This design comes from an exercise in tuning for small area, a short achievable clock period and few clock cycles per item on the open sky130 flow, not from production work.
At most, simulation tests tie the RTL to the original design; equivalence was not proved.
Function not checked in runs 2 to 4: the RTL went through the layout flow alone.
Power is estimated from default activity; no workload was simulated.

==> flow/design.v <==
module rho_pi_inv_serial #(
    parameter bit BYPASS_RHO = 1'b0
) (
    input  logic        clk,
    input  logic        rst_n,
    input  logic        s_valid,
    output logic        s_ready,
    input  logic [63:0] s_data,
    output logic        m_valid,
    input  logic        m_ready,
    output logic [63:0] m_data,
    output logic        m_last,
    output logic        busy
);
    function automatic logic [4:0] pos(input logic [4:0] j);
        logic [4:0] p;
        case (j)
            5'd0:  p = 5'd24;  5'd1:  p = 5'd0;   5'd2:  p = 5'd18;  5'd3:  p = 5'd6;
            5'd4:  p = 5'd12;  5'd5:  p = 5'd7;   5'd6:  p = 5'd23;  5'd7:  p = 5'd2;
            5'd8:  p = 5'd9;   5'd9:  p = 5'd22;  5'd10: p = 5'd1;   5'd11: p = 5'd3;
            5'd12: p = 5'd17;  5'd13: p = 5'd16;  5'd14: p = 5'd20;  5'd15: p = 5'd13;
            5'd16: p = 5'd8;   5'd17: p = 5'd4;   5'd18: p = 5'd5;   5'd19: p = 5'd15;
            5'd20: p = 5'd19;  5'd21: p = 5'd10;  5'd22: p = 5'd21;  5'd23: p = 5'd14;
            5'd24: p = 5'd11;
            default: p = 5'd24;
        endcase
        pos = p;
    endfunction
    function automatic logic [4:0] addr(input logic [4:0] j, input logic [4:0] g);
        logic [4:0] p;
        logic [5:0] s;
        p = pos(j);
        s = {1'b0, p} + {1'b0, g};
        if (p == 5'd24)      addr = 5'd24;
        else if (s >= 6'd24) addr = 5'(s - 6'd24);
        else                 addr = s[4:0];
    endfunction
    function automatic logic [5:0] rot_amt(input logic [4:0] m);
        logic [5:0] k;
        case (m)
            5'd0:  k = 6'd0;   5'd1:  k = 6'd1;   5'd2:  k = 6'd62;  5'd3:  k = 6'd28;
            5'd4:  k = 6'd27;  5'd5:  k = 6'd36;  5'd6:  k = 6'd44;  5'd7:  k = 6'd6;
            5'd8:  k = 6'd55;  5'd9:  k = 6'd20;  5'd10: k = 6'd3;   5'd11: k = 6'd10;
            5'd12: k = 6'd43;  5'd13: k = 6'd25;  5'd14: k = 6'd39;  5'd15: k = 6'd41;
            5'd16: k = 6'd45;  5'd17: k = 6'd15;  5'd18: k = 6'd21;  5'd19: k = 6'd8;
            5'd20: k = 6'd18;  5'd21: k = 6'd2;   5'd22: k = 6'd61;  5'd23: k = 6'd56;
            5'd24: k = 6'd14;
            default: k = 6'd0;
        endcase
        rot_amt = BYPASS_RHO ? 6'd0 : k;
    endfunction
    function automatic logic [63:0] rotr(input logic [63:0] x, input logic [5:0] k);
        logic [127:0] d;
        d = {x, x} >> k;
        rotr = d[63:0];
    endfunction
    logic [63:0] lanes [25];
    logic [4:0]  gen;         
    logic [4:0]  wr_idx;      
    logic [4:0]  wr_addr;     
    logic        rd_active;   
    logic [4:0]  rd_idx;      
    logic [4:0]  rd_addr;     
    logic [5:0]  rd_rot;      
    logic        out_valid;
    logic        out_last;
    logic [63:0] out_data;
    logic        free_q;      
    logic        tie_q;       
    logic        busy_q;
    logic        ld;
    logic        in_hs;
    logic        wr_ok;
    assign ld      = rd_active && (!out_valid || m_ready);
    assign wr_ok   = free_q || (tie_q && m_ready);
    assign in_hs   = s_valid && wr_ok;
    assign s_ready = rst_n && wr_ok;
    assign m_valid = rst_n && out_valid;
    assign busy    = rst_n && busy_q;
    assign m_last  = out_last;
    assign m_data  = out_data;
    always_ff @(posedge clk) begin
        if (in_hs) begin
            lanes[wr_addr] <= s_data;
        end
    end
    always_ff @(posedge clk) begin
        if (ld) begin
            out_data <= rotr(lanes[rd_addr], rd_rot);
            out_last <= (rd_idx == 5'd24);
        end
    end
    logic [4:0] gen_n, wr_idx_n, rd_idx_n;
    logic       rd_active_n, out_valid_n;
    always_comb begin
        gen_n       = gen;
        wr_idx_n    = wr_idx;
        rd_idx_n    = rd_idx;
        rd_active_n = rd_active;
        out_valid_n = out_valid;
        if (ld) begin
            out_valid_n = 1'b1;
            if (rd_idx == 5'd24) begin
                rd_active_n = 1'b0;
                rd_idx_n    = 5'd0;
            end else begin
                rd_idx_n = rd_idx + 5'd1;
            end
        end else if (m_ready) begin
            out_valid_n = 1'b0;
        end
        if (in_hs) begin
            if (wr_idx == 5'd24) begin
                wr_idx_n    = 5'd0;
                gen_n       = (gen == 5'd23) ? 5'd0 : gen + 5'd1;
                rd_active_n = 1'b1;
                rd_idx_n    = 5'd0;
            end else begin
                wr_idx_n = wr_idx + 5'd1;
            end
        end
    end
    always_ff @(posedge clk) begin
        if (!rst_n) begin
            gen       <= 5'd0;
            wr_idx    <= 5'd0;
            wr_addr   <= 5'd24;
            rd_active <= 1'b0;
            rd_idx    <= 5'd0;
            rd_addr   <= 5'd24;
            rd_rot    <= 6'd0;
            out_valid <= 1'b0;
            free_q    <= 1'b1;
            tie_q     <= 1'b0;
            busy_q    <= 1'b0;
        end else begin
            gen       <= gen_n;
            wr_idx    <= wr_idx_n;
            wr_addr   <= addr(wr_idx_n, gen_n);
            rd_active <= rd_active_n;
            rd_idx    <= rd_idx_n;
            rd_addr   <= addr(rd_idx_n, gen_n);
            rd_rot    <= rot_amt(rd_idx_n);
            out_valid <= out_valid_n;
            free_q    <= !rd_active_n || (wr_idx_n < rd_idx_n) ||
                         (wr_idx_n == rd_idx_n && !out_valid_n);
            tie_q     <= rd_active_n && (wr_idx_n == rd_idx_n) && out_valid_n;
            busy_q    <= (wr_idx_n != 5'd0) || rd_active_n || out_valid_n;
        end
    end
endmodule
==> flow/run.sh <==
#!/bin/bash
# synth_recipe.tcl (not shown) runs the flow's synth.tcl, then flattens the netlist and writes it again
# the make line also repeats each setting of config.mk as NAME=value (left out here)
make -C /OpenROAD-flow-scripts/flow DESIGN_CONFIG=/design/flow/config.mk WORK_HOME=/design/flow/orfs CLKGATE_MAP_FILE= SYNTH_SCRIPT=/design/flow/synth_recipe.tcl finish
==> flow/config.mk <==
export PLATFORM = sky130hd
export DESIGN_NAME = rho_pi_inv_serial
export DESIGN_NICKNAME = rho_pi_inv_serial
export VERILOG_FILES = /design/flow/design.v
export SDC_FILE = /design/flow/constraint.sdc
export NUM_CORES = 4
export LEC_CHECK = 0
export CAP_MARGIN = 20
export CORE_MARGIN = 2
export CORE_UTILIZATION = 40
export SETUP_SLACK_MARGIN = 0.3
export SLEW_MARGIN = 20
==> flow/constraint.sdc <==
create_clock -name core_clock -period 7.0 [get_ports {clk}]
set_input_delay 1.4000 -clock core_clock [delete_from_list [all_inputs] [get_ports {clk}]]
set_output_delay 1.4000 -clock core_clock [all_outputs]
set_load 0.01 [all_outputs]
==> impl_metrics.toml, run 1 <==
[yosys]
syn_inst = 4138
ys_ff_latch = 1701
async_flop_share_pct = 0
ys_seq_area_share_pct = 70.1
synth_edf_count = 1665
yosys_warnings = 1
syn_nets = 4243
synth.distinct_cells = 94
avgSynthCellArea_um2 = 17.5
synth_area_leader_cell = "edfxtp_1"
synth_area_um2 = 72300
synth_top_area_share_pct = 69.1
synth_flop_cell = "edfxtp_1"
yosys-top-cells-area = "edfxtp_1, mux4_2, mux2i_1"

[clocking]
cts_resized = 0
clock_path_buffers = 3
path_clk_slew_ns = 0.06
clkLatencyLatePin_ns = 0.84
cts_tree = "done"
hold_buffers = 0
numCtsBuffers = 175
clockRootBuffer = "clkbuf_16"
clock-sinks = 1701
cts_setup_buffers = 0
htreeDepth = 4

[worst_setup_path]
cp.arrival_ns = 5.83
worstPathRequired_ns = 7.57
crit_fanout = 73
start_kind = "flip-flop"
end_kind = "flip-flop"
worstSetupPathType = "flip-flop to flip-flop"

[global_route]
grt_max_degree = 74
antenna_found_initial = 15
grtUsageTotal_pct = 22.9
grt_overflow = 0
grt_pass1_vias = 40600
grt_pass1_wl_mm = 304

[drt]
drc_errors = 0
routed-via-count = 41500
first_iter_violations = 5208
wl_met3_mm = 17.8
via_per_inst = 6.06
met1_length_mm = 88.0
wl_per_cell_um = 31.2
wl_mm = 214
firstDrtPassIters = 8
highest_layer = "met5"
dr_wl_met2_mm = 101
postRouteAntennaNets = 0

[power_and_ir_drop]
ir_drop_uv = 276
power.density_nw_per_um2 = 258
p_leak_nw = 25.6

[timing]
fin_setup_tns_ns = 0
fmax_ghz = 0.190
min_period_over_period_pct = 75.1
setup_viol = 0
worst_pin_slew_ns = 1.23
fin_skew_ns = 0.0538
period_minus_slack_ns = 5.26
maxSlewViolCount = 0
maxSlewHeadroom_pct = 17.8
fin_hold_ws_ns = 0.731
hold_violations = 0
rsz0062_at_grt = "no"

[die]
start_util_pct = 40.1
ioPinCount = 136
die_y_um = 429
coreArea_um2 = 180000
die_w_um = 429
std_cell_rows = 156
die_area_um2 = 184000

[final_layout]
register_area_um2 = 50700
final_cell_mix = "edfxtp_1, mux2i_1, mux4_2"
mostFrequentLayoutCell = "edfxtp_1"
multi_input_area_um2 = 20300
fin_util_pct = 45.9
area_delta_synth_final_pct = 14.2
finalNetCount = 4441
fillers = 15200
drive_gt1_share_pct = 19.1

[placed_design]
gp_congestion = 0.936
port_buffers = 135
hpwl_mm = 129

[job]
maxCapViolations = 0

[outcome]
outcome = "finished clean"

[hold_path]
hold_class = "flip-flop to flip-flop"
[power breakdown]
part	total, mW	switching (mW)	internal, mW
Clock	9.07	4.02	5.05
Combinational	0.896	0.612	0.284
Sequential	11.3	0.0271	11.3
Total	21.3	4.66	16.6
[Yosys cell counts, drive strengths merged, types with 20 or more instances]
library cell and instances:
a31oi 29, nor3 30, a211oi 35, nand2 195, clkbuf 101, mux4 280, a221o 34, inv 44
edfxtp 1665, a21oi 60, nand3 74, o22ai 55, mux2i 376, nor2 155, o21ai 74, and2 31
buf 160, a221oi 45, ha 35, a22oi 147, o211ai 49, mux2 97, a21o 22, and3 21
dfxtp 36, o221ai 20
[routing by layer]
| metal | GRT usage (%) | vias up |
|---|---|---|
| met5 | 0 | - |
| met4 | 7.83 | 12 |
| met3 | 4.77 | 365 |
| met2 | 36.4 | 1928 |
| met1 | 31.5 | 21800 |
| li1 | - | 17400 |
[worst paths after layout]
| check | depth (start not counted) | slack [ns] | endpoint | from |
|---|---|---|---|---|
| worst max-delay path | 10 | 1.74 | out_data[0] | flip-flop |
| worst min-delay path | 2 | 0.73 | out_valid | rd_active |
| worst max register to register | 10 | 1.74 | out_data[0] | flip-flop |
| worst min register to register | 2 | 0.73 | out_valid | rd_active |
[registers in the layout, indices dropped and copies added, names as in the netlist, named ones only]
signal / cells
wr_addr: 5
free_q: 1
out_valid: 1
rd_idx: 5
out_data: 64
out_last: 1
rd_rot: 6
lanes: 1600
busy_q: 1
gen: 5
rd_active: 1
tie_q: 1
wr_idx: 5
[per-stage QoR]
stage	setup slack [ns]	cells	cell area, um^2	power, mW
2_1_floorplan	0.700	4138	72300	12.0
3_3_place_gp	1.28	6526	77000	12.4
3_5_place_dp	1.14	6528	77000	12.4
4_1_cts	1.78	6849	82600	21.4
5_1_grt	1.56	6851	82600	21.9
6_report	1.74	6854	82600	21.3
[final cells by class]
type	instances	share of cell area, %
Timing Repair Buffer	282	3.47
Antenna cell	4	0.0121
Inverter	45	0.204
Sequential cell	1701	61.4
Clock buffer	212	5.47
Clock inverter	109	1.27
Multi-Input combinational cell	2131	24.6
Tap cell	2370	3.59
[cells by family (layout without fill, tap and decap cells)]
group           Yosys count  in the layout  synth area share, %
flops                  1701           1701                 70.1
xor+xnor                  8              8               0.0969
other cells               0              4                    0
simple gates            610            610                 3.99
mux                     753            753                 15.4
compound gates          723            723                 7.47
buf+inv                 306            648                 2.21
fa+ha+maj                37             37                0.661
[critical path: stages (launching register included)]
cell and delay (ns):
dfxtp_4 0.72, buf_12 0.53, mux2i_1 0.17, a221o_1 0.37
a211oi_1 0.88, o21ai_0 0.42, and2_1 0.36, mux4_2 0.61
mux2_2 0.32, a22o_1 0.24, a211oi_1 0.30
Testbench counts, summed over its fixed seeds: cycles 8,208, items 320.
==> run 2: changes to the inputs <==
--- a/flow/design.v
+++ b/flow/design.v
@@ -14,2 +14,3 @@
 );
+    localparam logic [5:0] WMASK = 6'b111111;
     function automatic logic [4:0] pos(input logic [4:0] j);
@@ -51,2 +52,16 @@
     endfunction
+    function automatic logic [5:0] in_rot_amt(input logic [4:0] j);
+        logic [5:0] k;
+        case (j)
+            5'd0:  k = 6'd0;   5'd1:  k = 6'd44;  5'd2:  k = 6'd43;  5'd3:  k = 6'd21;
+            5'd4:  k = 6'd14;  5'd5:  k = 6'd28;  5'd6:  k = 6'd20;  5'd7:  k = 6'd3;
+            5'd8:  k = 6'd45;  5'd9:  k = 6'd61;  5'd10: k = 6'd1;   5'd11: k = 6'd6;
+            5'd12: k = 6'd25;  5'd13: k = 6'd8;   5'd14: k = 6'd18;  5'd15: k = 6'd27;
+            5'd16: k = 6'd36;  5'd17: k = 6'd10;  5'd18: k = 6'd15;  5'd19: k = 6'd56;
+            5'd20: k = 6'd62;  5'd21: k = 6'd55;  5'd22: k = 6'd39;  5'd23: k = 6'd41;
+            5'd24: k = 6'd2;
+            default: k = 6'd0;
+        endcase
+        in_rot_amt = BYPASS_RHO ? 6'd0 : k;
+    endfunction
     function automatic logic [63:0] rotr(input logic [63:0] x, input logic [5:0] k);
@@ -60,2 +75,3 @@
     logic [4:0]  wr_addr;     
+    logic [5:0]  wr_rot;      
     logic        rd_active;   
@@ -67,3 +83,2 @@
     logic [63:0] out_data;
-    logic        free_q;      
     logic        tie_q;       
@@ -74,3 +89,3 @@
     assign ld      = rd_active && (!out_valid || m_ready);
-    assign wr_ok   = free_q || (tie_q && m_ready);
+    assign wr_ok   = !tie_q || m_ready;
     assign in_hs   = s_valid && wr_ok;
@@ -83,3 +98,3 @@
         if (in_hs) begin
-            lanes[wr_addr] <= s_data;
+            lanes[wr_addr] <= rotr(s_data, wr_rot);
         end
@@ -92,31 +107,31 @@
     end
-    logic [4:0] gen_n, wr_idx_n, rd_idx_n;
+    logic       wr_last, rd_last;
+    logic [4:0] gen_i, wr_idx_i, wr_addr_i, rd_idx_i, rd_addr_i;
+    logic [5:0] wr_rot_i, rd_rot_i;
+    always_comb begin
+        wr_last   = (wr_idx == 5'd24);
+        wr_idx_i  = wr_last ? 5'd0 : wr_idx + 5'd1;
+        gen_i     = !wr_last ? gen : (gen == 5'd23) ? 5'd0 : gen + 5'd1;
+        wr_addr_i = addr(wr_idx_i, gen_i);
+        wr_rot_i  = in_rot_amt(wr_idx_i) & WMASK;
+        rd_last   = (rd_idx == 5'd24);
+        rd_idx_i  = rd_idx + 5'd1;
+        rd_addr_i = addr(rd_idx_i, gen);
+        rd_rot_i  = rot_amt(rd_idx_i) & ~WMASK;
+    end
+    logic [4:0] wr_idx_n, rd_idx_n;
     logic       rd_active_n, out_valid_n;
     always_comb begin
-        gen_n       = gen;
-        wr_idx_n    = wr_idx;
+        wr_idx_n    = in_hs ? wr_idx_i : wr_idx;
         rd_idx_n    = rd_idx;
         rd_active_n = rd_active;
-        out_valid_n = out_valid;
         if (ld) begin
-            out_valid_n = 1'b1;
-            if (rd_idx == 5'd24) begin
-                rd_active_n = 1'b0;
-                rd_idx_n    = 5'd0;
-            end else begin
-                rd_idx_n = rd_idx + 5'd1;
-            end
-        end else if (m_ready) begin
-            out_valid_n = 1'b0;
+            rd_idx_n = rd_idx_i;
+            if (rd_last) rd_active_n = 1'b0;
         end
-        if (in_hs) begin
-            if (wr_idx == 5'd24) begin
-                wr_idx_n    = 5'd0;
-                gen_n       = (gen == 5'd23) ? 5'd0 : gen + 5'd1;
-                rd_active_n = 1'b1;
-                rd_idx_n    = 5'd0;
-            end else begin
-                wr_idx_n = wr_idx + 5'd1;
-            end
+        if (in_hs && wr_last) begin
+            rd_active_n = 1'b1;
+            rd_idx_n    = 5'd0;
         end
+        out_valid_n = ld || (out_valid && !m_ready);
     end
@@ -127,2 +142,3 @@
             wr_addr   <= 5'd24;
+            wr_rot    <= 6'd0;
             rd_active <= 1'b0;
@@ -132,3 +148,2 @@
             out_valid <= 1'b0;
-            free_q    <= 1'b1;
             tie_q     <= 1'b0;
@@ -136,12 +151,18 @@
         end else begin
-            gen       <= gen_n;
-            wr_idx    <= wr_idx_n;
-            wr_addr   <= addr(wr_idx_n, gen_n);
+            if (in_hs) begin
+                gen     <= gen_i;
+                wr_idx  <= wr_idx_i;
+                wr_addr <= wr_addr_i;
+                wr_rot  <= wr_rot_i;
+            end
+            if (in_hs && wr_last) begin
+                rd_addr <= 5'd24;
+                rd_rot  <= 6'd0;
+            end else if (ld) begin
+                rd_addr <= rd_addr_i;
+                rd_rot  <= rd_rot_i;
+            end
             rd_active <= rd_active_n;
             rd_idx    <= rd_idx_n;
-            rd_addr   <= addr(rd_idx_n, gen_n);
-            rd_rot    <= rot_amt(rd_idx_n);
             out_valid <= out_valid_n;
-            free_q    <= !rd_active_n || (wr_idx_n < rd_idx_n) ||
-                         (wr_idx_n == rd_idx_n && !out_valid_n);
             tie_q     <= rd_active_n && (wr_idx_n == rd_idx_n) && out_valid_n;
==> run 2 against run 1 <==
Routed wire length is 20% lower. Critical path depth is 6 higher. Clock-buffer cell count is 1 lower. Area after synthesis is 1.5% lower. Cell area is 1.8% lower. Setup slack worse by 0.019 ns. Via count is 17% lower. Non-clock buffer count is 77 lower. Worst hold slack worse by 0.19 ns. Clock power is 0.4% higher. Critical path type unchanged.
==> impl_metrics.toml, run 2 <==
[global_route]
grt_pass1_wl_mm = 249
grt_pass1_vias = 34900
grtUsageTotal_pct = 18.9
grt_max_degree = 116
antenna_found_initial = 11
grt_overflow = 0

[timing]
fmax_ghz = 0.190
period_minus_slack_ns = 5.28
rsz0062_at_grt = "no"
maxSlewViolCount = 0
fin_skew_ns = 0.0308
hold_violations = 0
maxSlewHeadroom_pct = 24.7
min_period_over_period_pct = 75.4
setup_viol = 0
worst_pin_slew_ns = 1.13
layout_setup_ws_ns = 1.72
fin_setup_tns_ns = 0

[worst_setup_path]
crit_fanout = 19
worstPathRequired_ns = 7.71
end_kind = "flip-flop"
crit_chain = "inv_1, ha_1, nand4b_1, nand2_1, ha_1, or3_1, mux2i_1, o32a_2, ha_1, fa_1, a21o_1, a21oi_1, nor2_1, o311a_1, o31ai_1, a21bo_1"
critPathBufInv = 1
worstSetupPathType = "flip-flop to flip-flop"
cp_common_cell = "ha_1"
cp_top_family = "compound AO/OA/AOI/OAI gates"
start_kind = "flip-flop"
cp_slowest_cell = "dfxtp_1"
cp.arrival_ns = 5.98
slowest_delay_ns = 0.72

[clocking]
clock_path_buffers = 3
clock-sinks = 1700
htreeDepth = 4
numCtsBuffers = 169
cts_tree = "done"
clkLatencyLatePin_ns = 0.81
path_clk_slew_ns = 0.06
clockRootBuffer = "clkbuf_16"
cts_setup_buffers = 0
cts_resized = 0
hold_buffers = 0

[drt]
wl_mm = 171
wl_per_cell_um = 28.2
via_per_inst = 5.72
drc_errors = 0
routed-via-count = 34600
first_iter_violations = 3619
firstDrtPassIters = 5
postRouteAntennaNets = 0

[die]
die_y_um = 426
coreArea_um2 = 176000
start_util_pct = 40.4
ioPinCount = 136
die_area_um2 = 182000
die_w_um = 426
std_cell_rows = 154

[power_and_ir_drop]
power_mw = 23.4
power.density_nw_per_um2 = 288
p_leak_nw = 24.8
ir_drop_uv = 245

[final_layout]
final_cell_mix = "edfxtp_1, mux4_2, clkbuf_16"
mostFrequentLayoutCell = "edfxtp_1"
area_delta_synth_final_pct = 13.9
drive_gt1_share_pct = 29.0
largest_registers = "lanes: 1600 flops, out_data: 64 flops, wr_rot: 6 flops"
register_area_um2 = 50700
finalNetCount = 3661
multi_input_area_um2 = 19400
regMostFlops = "lanes"
largest_reg_flops = 1600
fillers = 14700

[yosys]
avgSynthCellArea_um2 = 21.0
async_flop_share_pct = 0
synth_area_leader_cell = "edfxtp_1"
synth.distinct_cells = 91
syn_nets = 3489
syn_inst = 3390
synth_edf_count = 1665
synth_flop_cell = "edfxtp_1"
synth_top_area_share_pct = 70.2
synth_area_um2 = 71300
synthTopCellsByCount = "edfxtp_1, mux4_2, mux2i_1"
yosysMostFrequentCell = "edfxtp_1"
yosys-top-cells-area = "edfxtp_1, mux4_2, mux2_2"
ys_seq_area_share_pct = 71.1
yosys_warnings = 1
ys_ff_latch = 1700

[outcome]
outcome = "finished clean"

[placed_design]
port_buffers = 135
dpl_worst_slack_ns = 1.86
hpwl_mm = 100
gp_congestion = 0.812

[job]
maxCapViolations = 0

[hold_path]
hold_class = "flip-flop to flip-flop"
-- run 2: changes by cell type after synthesis, moves of 51 or more --
cell,change
mux4_2,+296
mux2i_1,-235
a22oi_1,-143
nand2_1,-86
nor2_1,-85
nand3_1,-61
o22ai_1,-51
-- run 2: layout make-up --
cell class / instances / share of cell area (%)
inverter: 85 / 0.396
multi-input combinational: 1401 / 23.9
timing repair buffer: 205 / 2.69
clock buffer: 211 / 5.50
sequential: 1700 / 62.5
clock inverter: 100 / 1.36
antenna: 6 / 0.0185
tap: 2340 / 3.61
-- run 2: worst register-to-register path: stages (launching register included) --
cell	delay, ns
dfxtp_1	0.72
inv_1	0.31
ha_1	0.35
nand4b_1	0.52
nand2_1	0.22
ha_1	0.45
or3_1	0.17
mux2i_1	0.08
o32a_2	0.41
ha_1	0.24
fa_1	0.49
a21o_1	0.23
a21oi_1	0.18
nor2_1	0.06
o311a_1	0.32
o31ai_1	0.19
a21bo_1	0.22
-- run 2: logic make-up (layout without fill, tap and decap cells) --
logic type / Yosys count / in the layout / share of synthesized area [%]
adders and majority gates: 31 / 31 / 0.565
AOI/OAI and AO/OA: 220 / 220 / 1.98
muxes: 846 / 846 / 22.2
buffers and inverters: 289 / 601 / 1.87
and+or+nand+nor: 280 / 280 / 1.90
xor gates and xnor gates: 24 / 24 / 0.316
other: 0 / 6 / 0
DFF: 1700 / 1700 / 71.1
-- run 2: routing by layer --
| metal | GRT usage (%) | part of all wire, % |
|---|---|---|
| met3 | 3.14 | 5.7 |
| met4 | 4.75 | 2.0 |
| met2 | 29.8 | 48 |
| met5 | 0 | 0 |
| met1 | 27.6 | 45 |
-- run 2: per-stage QoR --
step                      area, um^2  util (%)  hold WS [ns]  std cells
final                          81200      46.0         0.543       6048
after global routing           81200      46.0         0.579       6046
after CTS                      81100      46.0         0.541       6042
after detailed placement       75600      42.8         0.531       5731
after global placement         75500      42.8         0.525       5729
after floorplan                71300         -         0.490       3390
-- run 2: worst paths after layout --
path                   from         end  slack [ns]  depth (start not counted)
setup / recovery  wr_idx[0]  wr_addr[4]        1.72                         16
hold / removal       gen[0]      gen[0]        0.54                          2
setup reg to reg  wr_idx[0]  wr_addr[4]        1.72                         16
hold reg to reg      gen[0]      gen[0]        0.54                          2
-- run 2: power breakdown --
group / internal [mW] / total (mW) / switching, mW
sequential: 12.1 / 12.2 / 0.0887
clock: 5.25 / 9.11 / 3.86
combinational: 0.571 / 2.06 / 1.49
==> run 3: changes to the inputs <==
--- a/flow/config.mk
+++ b/flow/config.mk
@@ -7,2 +7,3 @@
 export LEC_CHECK = 0
+export ABC_CLOCK_PERIOD_IN_PS = 3000
 export CAP_MARGIN = 20
@@ -10,3 +11,3 @@
 export CORE_UTILIZATION = 40
-export SETUP_SLACK_MARGIN = 0.3
+export SETUP_SLACK_MARGIN = 3.9
 export SLEW_MARGIN = 20
==> run 3 against run 2 <==
Clock power down 4.0%. Clock skew increased by 0.0089 ns. Sequential cell count did not move. Critical path type unchanged.
==> impl_metrics.toml, run 3 <==
[outcome]
outcome = "finished clean"

[global_route]
grtUsageTotal_pct = 21.3
met1_usage_pct = 29.8
grt_pass1_vias = 37300
antenna_found_initial = 18
grt_overflow = 0
grt.met2_usage_pct = 33.1
grt_pass1_wl_mm = 274
gr-usage-met3_pct = 5.09
grt.busiest_layer = "met2"
grt_max_degree = 123

[worst_setup_path]
worstPathRequired_ns = 7.75
worstReg2RegEnd = "wr_addr[3]"
end_kind = "flip-flop"
r2r-start = "wr_idx[1]"
crit_chain = "buf_12, ha_4, and2_4, a221o_2, o32a_4, ha_4, fa_2, a21o_1, o31a_1, or4_4, a41oi_2, a21o_1"
cp_top_family = "compound AO/OA/AOI/OAI gates"
cp_slowest_cell = "a221o_2"
ff2ff_setup_slack_ns = 3.44
crit_fanout = 7
cp.arrival_ns = 4.32
start_kind = "flip-flop"
slowest_delay_ns = 0.46
cp-startpoint = "wr_idx[1]"
critPathBufInv = 1
r2r_cells = 12
worstSetupPathType = "flip-flop to flip-flop"

[yosys]
synth.distinct_cells = 91
avgSynthCellArea_um2 = 21.0
synth_flop_cell = "edfxtp_1"
synth_area_um2 = 71300
synthTopCellsByCount = "edfxtp_1, mux4_2, mux2i_1"
async_flop_share_pct = 0
synth_edf_count = 1665
syn_inst = 3390
ys_ff_latch = 1700
yosys_warnings = 1
syn_nets = 3489
ys_seq_area_share_pct = 71.1
yosysMostFrequentCell = "edfxtp_1"
yosys-top-cells-area = "edfxtp_1, mux4_2, mux2_2"
synth_area_leader_cell = "edfxtp_1"
synth_top_area_share_pct = 70.2

[clocking]
clkLatencyLatePin_ns = 0.82
htreeDepth = 4
numCtsBuffers = 171
clockRootBuffer = "clkbuf_16"
clock-sinks = 1700
hold_buffers = 0
clock_path_buffers = 3
cts_tree = "done"
path_clk_slew_ns = 0.06

[job]
maxCapViolations = 0

[drt]
wl_mm = 198
via_per_inst = 5.83
first_iter_violations = 4119
routed-via-count = 37500
drc_errors = 0
firstDrtPassIters = 7
postRouteAntennaNets = 0
wl_per_cell_um = 30.7

[final_layout]
drive_gt1_share_pct = 41.4
largest_registers = "lanes: 1600 flops, out_data: 64 flops, wr_rot: 6 flops"
area_delta_synth_final_pct = 21.8
mostFrequentLayoutCell = "edfxtp_1"
fillers = 14300
largest_reg_flops = 1600
regMostFlops = "lanes"
final_cell_mix = "edfxtp_1, mux4_2, buf_4"
finalNetCount = 4056

[placed_design]
hpwl_mm = 102
gp_congestion = 0.825
port_buffers = 135
dpl_worst_slack_ns = 2.20

[hold_path]
holdPathStages = 2
hold_class = "flip-flop to flip-flop"
min_to = "gen[0]"
hp-start = "gen[0]"

[power_and_ir_drop]
power_frac_comb_pct = 15.9
p_sw_mw = 6.30
internal-power_mw = 18.5
power.density_nw_per_um2 = 286
ir_drop_uv = 184
p_seq_share_pct = 48.9
p_leak_nw = 26.8
swShare_pct = 25.3
power_mw = 24.8
power_frac_clock_pct = 35.2

[die]
start_util_pct = 40.4
die_w_um = 426
coreArea_um2 = 176000
std_cell_rows = 154
ioPinCount = 136
die_y_um = 426
die_area_um2 = 182000

[timing]
worst_pin_slew_ns = 1.04
setup_viol = 0
rsz0062_at_grt = "yes"
fin_skew_ns = 0.0398
min_period_over_period_pct = 50.9
fin_hold_ws_ns = 0.537
period_minus_slack_ns = 3.56
fin_setup_tns_ns = 0
fmax_ghz = 0.281
maxSlewHeadroom_pct = 30.6
layout_setup_ws_ns = 3.44
hold_violations = 0
maxSlewViolCount = 0
[run 3: cell counts after synthesis]
Identical to the previous run, type by type.
[run 3: through the flow]
step	utilization (%)	cell area, um^2	cells
after global routing	49.2	86800	6437
after detailed placement	42.9	75700	5730
final	49.2	86800	6438
after floorplan	-	71700	3390
after global placement	42.9	75700	5730
after CTS	48.2	85000	6323
[run 3: power groups by stage]
stage	clock network [mW]	registers, mW	logic, mW
after floorplan	0	12.3	1.23
final	8.75	12.1	3.94
after CTS	8.89	12.2	3.43
after detailed placement	0	12.4	2.17
after global routing	9.29	12.2	4.12
after global placement	0	12.4	2.12
[run 3: cell families after synthesis]
logic type / count (synthesis) / synth area share (%)
AOI/OAI and AO/OA: 220 / 1.98
and+or+nand+nor: 280 / 1.90
adders and majority gates: 31 / 0.565
buffers and inverters: 289 / 1.87
muxes: 846 / 22.2
xor gates and xnor gates: 24 / 0.316
DFF: 1700 / 71.1
[run 3: layout make-up]
class,count,area (um^2),area share (%)
Sequential cell,1700,50800,58.5
Inverter,85,571,0.657
Tap cell,2340,2930,3.37
Antenna cell,3,7.51,0.00865
Clock buffer,208,4510,5.20
Timing Repair Buffer,500,5880,6.77
Multi-Input combinational cell,1414,20700,23.9
Clock inverter,103,796,0.917
Timing Repair inverter,85,628,0.724
[run 3: worst reg2reg max path, stage by stage, from the launching register on]
cell and delay, ns:
dfxtp_4 0.37, buf_12 0.13, ha_4 0.19, and2_4 0.20, a221o_2 0.46, o32a_4 0.40, ha_4 0.17, fa_2 0.36
a21o_1 0.24, o31a_1 0.25, or4_4 0.42, a41oi_2 0.19, a21o_1 0.11
[run 3: per-layer routing]
layer  up-vias  part of all wire (%)
met3       255                   8.8
met2      1625                    47
met1     20200                    41
met5         -                 0.012
li1      15400                     -
met4         4                   3.1
[run 3: how the worst max path moves through the flow]
stage	to	depth (start not counted)
CTS	wr_addr[4]	16
finish	wr_addr[3]	12
global route	wr_addr[3]	14
global placement	lanes[2][9]	7
detailed placement	lanes[13][35]	5
floorplan	lanes[17][0]	7
[run 3: what timing repair did]
item                                    4_1_cts  5_1_grt
gates resized for setup                     455      242
gates cloned                                 72       32
endpoints found under the setup margin     3196     1555
setup buffers                               210       79
pin swaps                                    45       26
==> run 4: changes to the inputs <==
--- a/flow/design.v
+++ b/flow/design.v
@@ -29,10 +29,15 @@
     endfunction
-    function automatic logic [4:0] addr(input logic [4:0] j, input logic [4:0] g);
+    function automatic logic [24:0] slot_oh(input logic [4:0] j, input logic [2:0] g8,
+                                            input logic [1:0] g3);
         logic [4:0] p;
-        logic [5:0] s;
-        p = pos(j);
-        s = {1'b0, p} + {1'b0, g};
-        if (p == 5'd24)      addr = 5'd24;
-        else if (s >= 6'd24) addr = 5'(s - 6'd24);
-        else                 addr = s[4:0];
+        logic [2:0] a8;
+        logic [1:0] a3;
+        logic [2:0] s3;
+        p  = pos(j);
+        a8 = p[2:0] + g8;
+        s3 = 3'(p % 5'd3) + {1'b0, g3};
+        a3 = (s3 >= 3'd3) ? 2'(s3 - 3'd3) : s3[1:0];
+        slot_oh = '0;
+        if (p == 5'd24) slot_oh[24] = 1'b1;
+        else            slot_oh[{a3, a8}] = 1'b1;
     endfunction
@@ -72,5 +77,6 @@
     logic [63:0] lanes [25];
-    logic [4:0]  gen;         
+    logic [2:0]  g8;          
+    logic [1:0]  g3;          
     logic [4:0]  wr_idx;      
-    logic [4:0]  wr_addr;     
+    logic [24:0] wr_oh;       
     logic [5:0]  wr_rot;      
@@ -78,3 +84,3 @@
     logic [4:0]  rd_idx;      
-    logic [4:0]  rd_addr;     
+    logic [24:0] rd_oh;       
     logic [5:0]  rd_rot;      
@@ -96,5 +102,16 @@
     assign m_data  = out_data;
+    logic [63:0] wr_word;
+    logic [63:0] rd_word;
+    assign wr_word = rotr(s_data, wr_rot);
+    always_comb begin
+        rd_word = '0;
+        for (int s = 0; s < 25; s++) begin
+            rd_word = rd_word | ({64{rd_oh[s]}} & lanes[s]);
+        end
+    end
     always_ff @(posedge clk) begin
-        if (in_hs) begin
-            lanes[wr_addr] <= rotr(s_data, wr_rot);
+        for (int s = 0; s < 25; s++) begin
+            if (in_hs && wr_oh[s]) begin
+                lanes[s] <= wr_word;
+            end
         end
@@ -103,3 +120,3 @@
         if (ld) begin
-            out_data <= rotr(lanes[rd_addr], rd_rot);
+            out_data <= rotr(rd_word, rd_rot);
             out_last <= (rd_idx == 5'd24);
@@ -107,15 +124,19 @@
     end
-    logic       wr_last, rd_last;
-    logic [4:0] gen_i, wr_idx_i, wr_addr_i, rd_idx_i, rd_addr_i;
-    logic [5:0] wr_rot_i, rd_rot_i;
+    logic        wr_last, rd_last;
+    logic [2:0]  g8_i;
+    logic [1:0]  g3_i;
+    logic [4:0]  wr_idx_i, rd_idx_i;
+    logic [24:0] wr_oh_i, rd_oh_i;
+    logic [5:0]  wr_rot_i, rd_rot_i;
     always_comb begin
-        wr_last   = (wr_idx == 5'd24);
-        wr_idx_i  = wr_last ? 5'd0 : wr_idx + 5'd1;
-        gen_i     = !wr_last ? gen : (gen == 5'd23) ? 5'd0 : gen + 5'd1;
-        wr_addr_i = addr(wr_idx_i, gen_i);
-        wr_rot_i  = in_rot_amt(wr_idx_i) & WMASK;
-        rd_last   = (rd_idx == 5'd24);
-        rd_idx_i  = rd_idx + 5'd1;
-        rd_addr_i = addr(rd_idx_i, gen);
-        rd_rot_i  = rot_amt(rd_idx_i) & ~WMASK;
+        wr_last  = (wr_idx == 5'd24);
+        wr_idx_i = wr_last ? 5'd0 : wr_idx + 5'd1;
+        g8_i     = wr_last ? g8 + 3'd1 : g8;
+        g3_i     = !wr_last ? g3 : (g3 == 2'd2) ? 2'd0 : g3 + 2'd1;
+        wr_oh_i  = slot_oh(wr_idx_i, g8_i, g3_i);
+        wr_rot_i = in_rot_amt(wr_idx_i) & WMASK;
+        rd_last  = (rd_idx == 5'd24);
+        rd_idx_i = rd_idx + 5'd1;
+        rd_oh_i  = slot_oh(rd_idx_i, g8, g3);
+        rd_rot_i = rot_amt(rd_idx_i) & ~WMASK;
     end
@@ -139,5 +160,6 @@
         if (!rst_n) begin
-            gen       <= 5'd0;
+            g8        <= 3'd0;
+            g3        <= 2'd0;
             wr_idx    <= 5'd0;
-            wr_addr   <= 5'd24;
+            wr_oh     <= 25'd1 << 24;
             wr_rot    <= 6'd0;
@@ -145,3 +167,3 @@
             rd_idx    <= 5'd0;
-            rd_addr   <= 5'd24;
+            rd_oh     <= 25'd1 << 24;
             rd_rot    <= 6'd0;
@@ -152,13 +174,14 @@
             if (in_hs) begin
-                gen     <= gen_i;
-                wr_idx  <= wr_idx_i;
-                wr_addr <= wr_addr_i;
-                wr_rot  <= wr_rot_i;
+                g8     <= g8_i;
+                g3     <= g3_i;
+                wr_idx <= wr_idx_i;
+                wr_oh  <= wr_oh_i;
+                wr_rot <= wr_rot_i;
             end
             if (in_hs && wr_last) begin
-                rd_addr <= 5'd24;
-                rd_rot  <= 6'd0;
+                rd_oh  <= 25'd1 << 24;
+                rd_rot <= 6'd0;
             end else if (ld) begin
-                rd_addr <= rd_addr_i;
-                rd_rot  <= rd_rot_i;
+                rd_oh  <= rd_oh_i;
+                rd_rot <= rd_rot_i;
             end
==> run 4 against run 3 <==
Routed wire length up 17%. Synthesized cell count increased by 19%. Clock skew up 0.013 ns. Utilization fell by 0.93 points. Power is 1.0% higher. Area after synthesis is 3.6% lower. Highest routed layer unchanged.
==> impl_metrics.toml, run 4 <==
[timing]
layout_setup_ws_ns = 0.590
worst_pin_slew_ns = 1.03
fin_skew_ns = 0.0527
fmax_ghz = 0.156
setup_viol = 0
hold_violations = 0
min_period_over_period_pct = 91.6
fin_setup_tns_ns = 0
maxSlewHeadroom_pct = 31.2
rsz0062_at_grt = "yes"
period_minus_slack_ns = 6.41
maxSlewViolCount = 0

[die]
ioPinCount = 136
die_y_um = 418
coreArea_um2 = 171000
std_cell_rows = 152
die_w_um = 418
start_util_pct = 40.1
die_area_um2 = 175000

[clocking]
clock_path_buffers = 3
clkLatencyLatePin_ns = 0.81
clockRootBuffer = "clkbuf_16"
htreeDepth = 4
numCtsBuffers = 176
clock-sinks = 1740
path_clk_slew_ns = 0.07
hold_buffers = 0
cts_tree = "done"

[yosys]
yosys-top-cells-area = "edfxtp_1, a22oi_1, mux4_2"
avgSynthCellArea_um2 = 17.0
yosys_warnings = 2
synth_edf_count = 1665
syn_nets = 4138
syn_inst = 4034
synthTopCellsByCount = "edfxtp_1, a22oi_1, clkbuf_1"
async_flop_share_pct = 0
synth_top_area_share_pct = 72.8
ys_seq_area_share_pct = 74.9
ys_ff_latch = 1740
synth.distinct_cells = 95
synth_area_leader_cell = "edfxtp_1"
yosysMostFrequentCell = "edfxtp_1"
synth_flop_cell = "edfxtp_1"
synth_area_um2 = 68700

[drt]
via_per_inst = 6.43
wl_per_cell_um = 33.9
postRouteAntennaNets = 0
firstDrtPassIters = 6
routed-via-count = 43900
first_iter_violations = 6652
wl_mm = 231
drc_errors = 0

[final_layout]
mostFrequentLayoutCell = "edfxtp_1"
regMostFlops = "lanes"
drive_gt1_share_pct = 24.2
largest_reg_flops = 1600
area_delta_synth_final_pct = 20.2
final_cell_mix = "edfxtp_1, a22oi_1, clkbuf_16"
largest_registers = "lanes: 1600 flops, out_data: 64 flops"
fillers = 14200
finalNetCount = 4556

[outcome]
outcome = "finished clean"

[worst_setup_path]
cp.arrival_ns = 7.14
cp_common_cell = "a21oi_2"
crit_fanout = 6
slowest_delay_ns = 0.48
worstPathRequired_ns = 7.73
cp_slowest_cell = "or4_1"
end_kind = "flip-flop"
worstSetupPathType = "flip-flop to flip-flop"
start_kind = "flip-flop"

[placed_design]
hpwl_mm = 116
gp_congestion = 0.836
dpl_worst_slack_ns = 0.0278
port_buffers = 135

[global_route]
grt_overflow = 0
grtUsageTotal_pct = 26.0
grt_pass1_wl_mm = 324
grt_max_degree = 66
antenna_found_initial = 4
grt_pass1_vias = 42500

[hold_path]
hold_class = "flip-flop to flip-flop"

[job]
maxCapViolations = 0

[power_and_ir_drop]
power_mw = 25.1
power.density_nw_per_um2 = 304
p_leak_nw = 26.1
ir_drop_uv = 216
run 4: cell families after synthesis:
kind of cell | after synthesis | synth area share [%]
DFF | 1740 | 74.9
AOI/OAI and AO/OA | 1050 | 11.7
and+or+nand+nor | 598 | 4.65
buffers and inverters | 367 | 2.06
muxes | 208 | 5.45
adders and majority gates | 36 | 0.699
xor gates and xnor gates | 35 | 0.457
run 4: metrics by stage:
step | hold slack, ns | cells | area, um^2 | utilization (%)
CTS | 0.452 | 6807 | 81900 | 47.9
floorplan | 0.411 | 4034 | 69000 | -
finish | 0.449 | 6836 | 82600 | 48.2
global placement | 0.437 | 6231 | 73000 | 42.6
detailed placement | 0.445 | 6231 | 73000 | 42.6
global route | 0.474 | 6834 | 82600 | 48.2
run 4: repair_timing:
action | CTS | global route
gates cloned | 113 | 10
endpoints found under the setup margin | 2759 | 1677
pin swaps | 59 | 23
buffers inserted | 136 | 17
gates resized for setup | 461 | 120
run 4: worst paths after layout:
kind / from / end / slack, ns / depth (start not counted)
worst min-delay path: wr_oh[2] / wr_oh[2] / 0.45 / 2
worst max-delay path: wr_idx[0] / wr_oh[24] / 0.59 / 33
worst min register to register: wr_oh[2] / wr_oh[2] / 0.45 / 2
worst max register to register: wr_idx[0] / wr_oh[24] / 0.59 / 33
run 4: critical path, delay by kind of cell (launching register included):
kind            cells  cell delay [ns]
simple gates       10             2.08
mux                 1             0.12
buf+inv             4             0.26
fa+ha+maj           6             1.43
flops               1             0.40
compound gates     12             2.00
run 4: layer usage:
layer	global-route usage [%]	vias to the layer above	share of wire (%)
met3	6.00	469	12
li1	-	17800	-
met5	0	-	0.019
met1	35.1	22900	38
met2	41.7	2864	47
met4	8.52	4	3.7
run 4: where the power goes:
part / switching [mW] / total [mW] / internal [mW]
Sequential: 0.0817 / 12.5 / 12.4
Combinational: 2.29 / 3.45 / 1.16
Clock: 4.02 / 9.18 / 5.16
Total: 6.39 / 25.1 / 18.7
run 4: layout make-up:
type / instances / area, um^2 / area share, %
clock buffers: 222 / 4680 / 5.67
well taps: 2233 / 2790 / 3.38
repair inverters: 116 / 850 / 1.03
multi-input cells: 1933 / 17100 / 20.7
flip-flops and latches: 1740 / 51600 / 62.5
clock inverters: 105 / 881 / 1.07
repair buffers: 385 / 4030 / 4.88
diodes: 2 / 5.00 / 0.00606
inverters: 100 / 642 / 0.777

==> afterwards: timing with drivers on the ports <==
The flow's constraints put no driver on any port. The routed layouts listed below were extracted and timed again, unchanged, in two steps. Step 1 assumes that a clkbuf_16 drives the clock port and a buf_2 every other input. Step 2, shift: input delay + t, output delay - t, t = (earliest + latest rising clock arrival at the registers) / 2. This alone moves slack from input paths to output paths. a / b / c = ideal / step 1 / step 2; a / b = the first two.
run	t (ns)	setup WS [ns]	clock arrival spread, ns	pins driven straight from the clock port
run 1	0.903	1.743 / 1.743 / 1.113	0.054 / 0.053	1
run 2	0.879	1.724 / 1.724 / 1.724	0.042 / 0.043	1
run 3	0.876	3.436 / 3.436 / 2.993	0.045 / 0.044	1
run 4	0.876	0.590 / 0.590 / 0.590	0.058 / 0.058	1
After both steps setup and hold are still met in every run listed. The setup slack of run 1, which loses most, moves by 0.000 ns with the drivers and by -0.630 ns with both steps.
